Background: an optimization exercise with open tools, aiming at small area. Do not read the settings as production practice. For this run, only the layout was checked, not whether the RTL still works. Power is estimated from default activity; no workload was simulated.

==> design.v <==
`timescale 1ns/1ps
package sadPkg;
        localparam int ApbAddrWidth = 8;
        localparam int ApbDataWidth = 32;
        localparam int FrameIndexWidth = 8;
        localparam int NumElems = 16;
        typedef logic [ApbAddrWidth-1:0] apbAddrT;
        typedef logic [ApbDataWidth-1:0] apbDataT;
        typedef logic [FrameIndexWidth-1:0] frameIndexT;
        typedef enum logic [1:0] {
                kindNone         = 2'd0,
                kindFrameLoad    = 2'd1,
                kindFrameCompute = 2'd2,
                kindWindowLoad   = 2'd3
        } loadKindT;
        localparam apbAddrT AddrCmd = 8'h00;
        localparam apbAddrT AddrElem = 8'h04;
        localparam apbAddrT AddrCount = 8'h08;
        localparam apbAddrT AddrLast = 8'h0C;
        localparam apbAddrT AddrBest = 8'h10;
        localparam apbAddrT AddrBestIdx = 8'h14;
endpackage
`timescale 1ns/1ps
module sadApbControl #(
        parameter int ElemWidth = 8
) (
        input  logic Clk,
        input  logic rst,
        input  logic psel,
        input  logic penable,
        input  logic pwrite,
        input  sadPkg::apbAddrT paddr,
        input  sadPkg::apbDataT pwdata,
        output sadPkg::apbDataT prdata,
        input  logic [ElemWidth+3:0] lastSad,
        input  logic [ElemWidth+3:0] bestSad,
        input  sadPkg::frameIndexT bestIdx,
        input  sadPkg::frameIndexT resultCount,
        output logic [sadPkg::NumElems*ElemWidth-1:0] stageVec,
        output logic [1:0] loadKind,
        output logic clearBest
);
        localparam int PtrWidth = $clog2(sadPkg::NumElems);
        logic wrEn;
        logic cmdWrite;
        logic elemWrite;
        logic countWrite;
        logic [ElemWidth-1:0] stageMem [sadPkg::NumElems];
        logic [PtrWidth-1:0] stagePtr;
        assign wrEn = psel & penable & pwrite;
        assign cmdWrite = wrEn && (paddr == sadPkg::AddrCmd);
        assign elemWrite = wrEn && (paddr == sadPkg::AddrElem);
        assign countWrite = wrEn && (paddr == sadPkg::AddrCount);
        always_ff @(posedge Clk) begin
                if (elemWrite) begin
                        stageMem[stagePtr] <= pwdata[ElemWidth-1:0];
                end
        end
        always_ff @(posedge Clk) begin
                if (rst) begin
                        stagePtr <= '0;
                end else if (cmdWrite) begin
                        stagePtr <= '0;
                end else if (elemWrite) begin
                        stagePtr <= stagePtr + 1'b1;
                end
        end
        for (genvar i = 0; i < sadPkg::NumElems; i++) begin : genFlatten
                assign stageVec[i*ElemWidth +: ElemWidth] = stageMem[i];
        end
        always_ff @(posedge Clk) begin
                if (rst) begin
                        loadKind <= sadPkg::kindNone;
                        clearBest <= 1'b0;
                end else begin
                        if (cmdWrite) begin
                                loadKind <= pwdata[1:0];
                        end else begin
                                loadKind <= sadPkg::kindNone;
                        end
                        clearBest <= countWrite;
                end
        end
        always_comb begin
                case (paddr)
                        sadPkg::AddrCount: begin
                                prdata = sadPkg::ApbDataWidth'(resultCount);
                        end
                        sadPkg::AddrLast: begin
                                prdata = sadPkg::ApbDataWidth'(lastSad);
                        end
                        sadPkg::AddrBest: begin
                                prdata = sadPkg::ApbDataWidth'(bestSad);
                        end
                        sadPkg::AddrBestIdx: begin
                                prdata = sadPkg::ApbDataWidth'(bestIdx);
                        end
                        default: begin
                                prdata = '0;
                        end
                endcase
        end
endmodule
`timescale 1ns/1ps
module sadVectorCapture #(
        parameter int ElemWidth = 8
) (
        input  logic Clk,
        input  logic rst,
        input  logic [sadPkg::NumElems*ElemWidth-1:0] stageVec,
        input  logic [1:0] loadKind,
        output logic [sadPkg::NumElems*ElemWidth-1:0] windowVec,
        output logic [sadPkg::NumElems*ElemWidth-1:0] frameVec,
        output logic computeStrobe
);
        always_ff @(posedge Clk) begin
                if (rst) begin
                        windowVec <= '0;
                        frameVec <= '0;
                end else begin
                        case (loadKind)
                                sadPkg::kindWindowLoad: begin
                                        windowVec <= stageVec;
                                end
                                sadPkg::kindFrameLoad, sadPkg::kindFrameCompute: begin
                                        frameVec <= stageVec;
                                end
                                default: begin
                                        windowVec <= windowVec;
                                end
                        endcase
                end
        end
        always_ff @(posedge Clk) begin
                if (rst) begin
                        computeStrobe <= 1'b0;
                end else begin
                        computeStrobe <= (loadKind == sadPkg::kindFrameCompute);
                end
        end
endmodule
`timescale 1ns/1ps
module sadDiffTree #(
        parameter int ElemWidth = 8
) (
        input  logic Clk,
        input  logic rst,
        input  logic [sadPkg::NumElems*ElemWidth-1:0] windowVec,
        input  logic [sadPkg::NumElems*ElemWidth-1:0] frameVec,
        input  logic computeStrobe,
        output logic [ElemWidth+3:0] sadSum,
        output logic sumValid
);
        localparam int SumWidth = ElemWidth + 4;
        localparam int GroupSize = 4;
        localparam int NumGroups = sadPkg::NumElems / GroupSize;
        localparam int GroupWidth = ElemWidth + 2;
        logic [ElemWidth-1:0] absDiff [sadPkg::NumElems];
        logic [GroupWidth-1:0] partNext [NumGroups];
        logic [GroupWidth-1:0] partSum [NumGroups];
        logic [SumWidth-1:0] sumNext;
        logic diffValid;
        logic partValid;
        function automatic logic [ElemWidth-1:0] absDiffOf(
                input logic [ElemWidth-1:0] a,
                input logic [ElemWidth-1:0] b
        );
                absDiffOf = (a > b) ? (a - b) : (b - a);
        endfunction
        always_ff @(posedge Clk) begin
                for (int i = 0; i < sadPkg::NumElems; i++) begin
                        absDiff[i] <= absDiffOf(windowVec[i*ElemWidth +: ElemWidth],
                                                frameVec[i*ElemWidth +: ElemWidth]);
                end
        end
        always_comb begin
                for (int g = 0; g < NumGroups; g++) begin
                        partNext[g] = '0;
                        for (int k = 0; k < GroupSize; k++) begin
                                partNext[g] = partNext[g] + GroupWidth'(absDiff[g*GroupSize + k]);
                        end
                end
        end
        always_ff @(posedge Clk) begin
                for (int g = 0; g < NumGroups; g++) begin
                        partSum[g] <= partNext[g];
                end
        end
        always_comb begin
                sumNext = '0;
                for (int g = 0; g < NumGroups; g++) begin
                        sumNext = sumNext + SumWidth'(partSum[g]);
                end
        end
        always_ff @(posedge Clk) begin
                sadSum <= sumNext;
        end
        always_ff @(posedge Clk) begin
                if (rst) begin
                        diffValid <= 1'b0;
                        partValid <= 1'b0;
                        sumValid <= 1'b0;
                end else begin
                        diffValid <= computeStrobe;
                        partValid <= diffValid;
                        sumValid <= partValid;
                end
        end
endmodule
`timescale 1ns/1ps
module sadBestTracker #(
        parameter int ElemWidth = 8
) (
        input  logic Clk,
        input  logic rst,
        input  logic [ElemWidth+3:0] sadSum,
        input  logic sumValid,
        input  logic clearBest,
        output logic [ElemWidth+3:0] lastSad,
        output logic [ElemWidth+3:0] bestSad,
        output sadPkg::frameIndexT bestIdx,
        output sadPkg::frameIndexT resultCount
);
        sadPkg::frameIndexT nextCount;
        assign nextCount = resultCount + 1'b1;
        always_ff @(posedge Clk) begin
                if (rst) begin
                        lastSad <= '0;
                        bestSad <= '1;
                        bestIdx <= '0;
                        resultCount <= '0;
                end else begin
                        if (sumValid) begin
                                lastSad <= sadSum;
                        end
                        if (clearBest) begin
                                bestSad <= '1;
                                bestIdx <= '0;
                                resultCount <= '0;
                        end else if (sumValid) begin
                                resultCount <= nextCount;
                                if (sadSum < bestSad) begin
                                        bestSad <= sadSum;
                                        bestIdx <= resultCount;
                                end
                        end
                end
        end
endmodule
`timescale 1ns/1ps
module sadEngineTop #(
        parameter int ElemWidth = 8
) (
        input  logic Clk,
        input  logic rst,
        input  logic psel,
        input  logic penable,
        input  logic pwrite,
        input  sadPkg::apbAddrT paddr,
        input  sadPkg::apbDataT pwdata,
        output sadPkg::apbDataT prdata
);
        localparam int SumWidth = ElemWidth + 4;
        localparam int VecWidth = sadPkg::NumElems * ElemWidth;
        logic [VecWidth-1:0] stageVec;
        logic [VecWidth-1:0] windowVec;
        logic [VecWidth-1:0] frameVec;
        logic [1:0] loadKind;
        logic computeStrobe;
        logic [SumWidth-1:0] sadSum;
        logic sumValid;
        logic clearBest;
        logic [SumWidth-1:0] lastSad;
        logic [SumWidth-1:0] bestSad;
        sadPkg::frameIndexT bestIdx;
        sadPkg::frameIndexT resultCount;
        sadApbControl #(.ElemWidth(ElemWidth)) uControl (
                .Clk(Clk), .rst(rst),
                .psel(psel), .penable(penable), .pwrite(pwrite),
                .paddr(paddr), .pwdata(pwdata), .prdata(prdata),
                .lastSad(lastSad), .bestSad(bestSad),
                .bestIdx(bestIdx), .resultCount(resultCount),
                .stageVec(stageVec), .loadKind(loadKind), .clearBest(clearBest)
        );
        sadVectorCapture #(.ElemWidth(ElemWidth)) uCapture (
                .Clk(Clk), .rst(rst),
                .stageVec(stageVec), .loadKind(loadKind),
                .windowVec(windowVec), .frameVec(frameVec), .computeStrobe(computeStrobe)
        );
        sadDiffTree #(.ElemWidth(ElemWidth)) uDiffTree (
                .Clk(Clk), .rst(rst),
                .windowVec(windowVec), .frameVec(frameVec), .computeStrobe(computeStrobe),
                .sadSum(sadSum), .sumValid(sumValid)
        );
        sadBestTracker #(.ElemWidth(ElemWidth)) uTracker (
                .Clk(Clk), .rst(rst),
                .sadSum(sadSum), .sumValid(sumValid), .clearBest(clearBest),
                .lastSad(lastSad), .bestSad(bestSad),
                .bestIdx(bestIdx), .resultCount(resultCount)
        );
endmodule
==> run.sh <==
#!/bin/bash
# synth_recipe.tcl (not shown) runs the flow's synth.tcl, then flattens the netlist and writes it again
# the make line also repeats each setting of config.mk as NAME=value (left out here)
make -C /OpenROAD-flow-scripts/flow DESIGN_CONFIG=/design/flow/config.mk WORK_HOME=/design/flow/orfs CLKGATE_MAP_FILE= SYNTH_SCRIPT=/design/flow/synth_recipe.tcl finish
==> config.mk <==
export PLATFORM = sky130hd
export DESIGN_NAME = sadEngineTop
export DESIGN_NICKNAME = sadEngineTop
export VERILOG_FILES = /design/flow/design.v
export SDC_FILE = /design/flow/constraint.sdc
export NUM_CORES = 4
export LEC_CHECK = 0
export CAP_MARGIN = 20
export CORE_MARGIN = 2
export CORE_UTILIZATION = 40
export SLEW_MARGIN = 20
==> constraint.sdc <==
create_clock -name core_clock -period 5.0 [get_ports {Clk}]
set_input_delay 1.0000 -clock core_clock [delete_from_list [all_inputs] [get_ports {Clk}]]
set_output_delay 1.0000 -clock core_clock [all_outputs]
set_load 0.01 [all_outputs]
==> key figures <==
Global routing
  – GRT overflow: 0
  – First-pass GRT wire length: 117 mm
  – Largest net degree at the start of global routing: 106
  – Total GRT Usage: 0.165
  – Initial antenna violation count: 4
  – Vias in the first global route: 22.1k

Pwr
  – Peak supply drop: 229 uV
  – Pwr/cell area: 278 nW/um^2
  – P_leak: 0.0165 uW
  – Design Power: 10600 uW

Die
  – Starting density of the core: 0.403
  – Num ports: 77
  – Die ar.: 87800 um^2
  – Die Width: 296 um
  – Core area: 84900 um^2
  – Die H: 296 um
  – Row count: 107

Placement
  – Port-buffer cells: 32
  – GP Congestion: 0.823
  – HPWL after DPL: 49.8 mm

Setup path
  – CP Capture Type: primary output
  – WP data arrival: 3.58 ns
  – Worst Path Required: 4.00 ns
  – Crit-path cells: clkdlybuf4s50_1 -> or4_4 -> nor4b_4 -> and2_1 -> buf_4 -> a22o_1 -> clkdlybuf4s50_1
  – Max Fanout on Critical Path: 9
  – Worst path bufs/invs: 3
  – CP Class: input pin to primary output
  – Worst setup SP type: input pin
  – Crit path top cell by count: clkdlybuf4s50_1
  – Critical-path top delay cell: or4_4
  – Critical path's top delay family: simple AND/OR/NAND/NOR gates
  – Critical path's largest stage delay: 0.57 ns

Detailed routing
  – Top Metal Used: met4
  – Wl on met1: 34.9 mm
  – Vias: 22.9k
  – Post-DR vias/cell: 4.93
  – Routed wl met2: 33.0 mm
  – Routed length per instance: 15.5 um
  – DRT Wirelength: 71.8 mm
  – Initial DRC count: 1123
  – DRT Pass-1 Iters: 6
  – DRC: 0
  – Final ANT Viol Nets: 0
  – DR WL met3: 2.34 mm

Clock tree
  – CTS tree: built
  – Clock Sinks: 615
  – Register clock-pin slew on the reported worst setup and hold paths: 0.06 ns
  – Clk root buf: clkbuf_16
  – Post-cts sizing count: 0
  – CTS Buffer Depth: 3
  – Post-CTS Setup Inserts: 0
  – Num CTS Buffers: 71
  – Worst-Skew Late Latency: 0.62 ns
  – Cts hold-fix bufs: 0
  – H-tree depth: 3

Timing
  – RSZ-0062 raised after global routing: no
  – Slew at the pin closest to its max-slew limit: 0.923 ns
  – Rel. slew slack: 0.384
  – Crit path time final: 4.58 ns
  – Max Slew Vio Count: 0
  – Final Hold Viols: 0
  – Setup Viol. Count Final: 0
  – F_max: 218 MHz
  – TNS Setup: 0 ns
  – Worst Clk Skew: 0.0206 ns
  – Hold WS: 0.434 ns
  – Final Cycle Share: 0.916

Synth
  – Dominant synthesized flop cell: dfxtp_1
  – Synth Register Bits: 615
  – Synth top area share: 0.285
  – Number of synthesized flops with an enable pin: 128
  – Post-synthesis sequential area ratio: 0.398
  – Mapped Area: 34200 um^2
  – Mapped Cells: 3437
  – Synth warn: 7
  – Synth area leaders: dfxtp_1 29%, ha_1 13%, edfxtp_1 11%
  – Syn_area_per_cell: 9.94 um^2
  – Async SR Flop Fraction: 0
  – Cell taking the most area after synthesis: dfxtp_1
  – Count of different cell masters after synthesis: 72

Finish
  – Multi-input gate area: 18200 um^2
  – P&R area growth vs syn: 11.3%
  – Layout cells sized above 1: 0.0587
  – Register area: 13600 um^2
  – Fill cells: 8128
  – Fin nets: 3906

Job
  – Max cap viols: 0

Hold path
  – Hold Crit Class: flop to flop

Status
  – Status: complete, no violations
worst reg2reg max path, cell delays in order (launching register included):
cell and delay [ns]:
dfxtp_1 0.30, ha_1 0.24, fa_1 0.47, a21o_1 0.18, a21oi_1 0.26, o21bai_1 0.10, a21oi_1 0.18, xor2_1 0.37
fa_1 0.25, inv_1 0.04, ha_1 0.35, a21o_1 0.21, a21o_1 0.17, a211oi_1 0.23, o21bai_1 0.12, xor2_1 0.14
per-layer routing:
metal	GRT usage	vias up
met4	0.0414	0
li1	-	11600
met5	0	-
met3	0.0217	104
met2	0.275	330
met1	0.227	10800
state kept, by name, summed over array words and instances (netlist names), 4 cells and up:
register              flops
uCapture.frameVec       128
uCapture.windowVec      128
uControl.stageMem       128
uDiffTree.absDiff       128
uDiffTree.partSum        40
uDiffTree.sadSum         12
uTracker.bestSad         12
uTracker.lastSad         12
uTracker.bestIdx          8
uTracker.resultCount      8
uControl.stagePtr         4
worst paths after layout:
path | slack [ns] | endpoint | cells after the start | from
max | 0.42 | prdata[10] | 7 | paddr[1]
max reg2reg | 1.24 | uDiffTree.sadSum[10] | 15 | uDiffTree.partSum[1][0]
min | 0.43 | uDiffTree.sumValid | 1 | uDiffTree.partValid
min reg2reg | 0.43 | uDiffTree.sumValid | 1 | uDiffTree.partValid
logic make-up (layout without fill, tap and decap cells):
logic type,count (synthesis),count (layout),share of synthesized area
compound gates,587,587,0.119
xor+xnor,147,147,0.0377
fa+ha+maj,426,426,0.174
buf+inv,632,669,0.0729
flops,615,615,0.398
mux,372,372,0.109
other cells,1,22,0.000110
simple gates,657,657,0.0891
area by class of cell:
cell class / instances / area share
Antenna cell: 2 / 0.000132
Clock buffer: 99 / 0.0537
Clock inverter: 32 / 0.0106
Inverter: 474 / 0.0468
Multi-Input combinational cell: 2209 / 0.478
Sequential cell: 615 / 0.357
Tap cell: 1144 / 0.0376
Timing Repair Buffer: 64 / 0.0156
report_power, final:
group	total (uW)	internal, uW	switching [uW]
sequential	5070	5060	1.57
combinational	143	32.2	111
clock	5360	3240	2120
placed cells by master, fill, tap and decap left out, types with 65 or more instances in the layout:
cell	synthesis	layout
a21o_1	96	96
a21oi_1	109	108
clkbuf_16	0	73
dfxtp_1	487	487
edfxtp_1	128	128
fa_1	84	84
ha_1	342	340
inv_1	474	474
mux2i_1	372	372
nand2_1	95	95
nor2_1	383	382
o21ai_0	107	107
xnor2_1	65	65
xor2_1	82	82
per-stage QoR:
step	std cells	cell area, um^2	setup slack (ns)	utilization
2_1_floorplan	3456	34200	1.52	-
3_3_place_gp	4506	35600	0.390	0.419
3_5_place_dp	4506	35600	0.359	0.419
4_1_cts	4637	38000	0.346	0.448
5_1_grt	4637	38000	0.179	0.448
6_report	4639	38000	0.418	0.448
cells in the mapped netlist, drive strengths merged (5+ instances only):
library cell  instances
a211oi               24
a21boi                9
a21o                 96
a21oi               109
a221oi               20
a22oi                10
a31o                 13
a31oi                49
a41oi                20
and4                 21
buf                  57
clkbuf              101
dfxtp               487
edfxtp              128
fa                   84
ha                  342
inv                 474
mux2i               372
nand2                95
nand2b               24
nand3                 8
nand3b               24
nand4                22
nor2                384
nor2b                28
nor3                 12
o2111ai              13
o211ai               25
o21a                 23
o21ai               110
o21bai                6
o22ai                 6
o2bb2ai              11
o311ai                8
or2                   8
or3                   9
or4                   5
xnor2                65
xor2                 82

static timing again, ports no longer ideal:
Ports are ideal in the flow. The routed layout listed here was re-timed in OpenROAD.
Step 1: set_driving_cell puts a clkbuf_16 on Clk and a buf_2 on each other input, an assumption about the parent block.
Step 2 moves the port delays by t, midway between the first and last clock arrival at a register: inputs arrive t later, outputs are due t later. That takes back most of the time a late clock gives input paths.
Three values: ideal ports, drivers, drivers and shift; two values: the first two.
t (ns): 0.670
setup slack, ns: 0.418 / 0.398 / 0.398
latest minus earliest clock arrival (ns): 0.031 / 0.030
After both steps setup and hold are still met in this run. For this run, drivers alone change the setup slack by -0.020 ns; drivers and shift together by -0.020 ns.
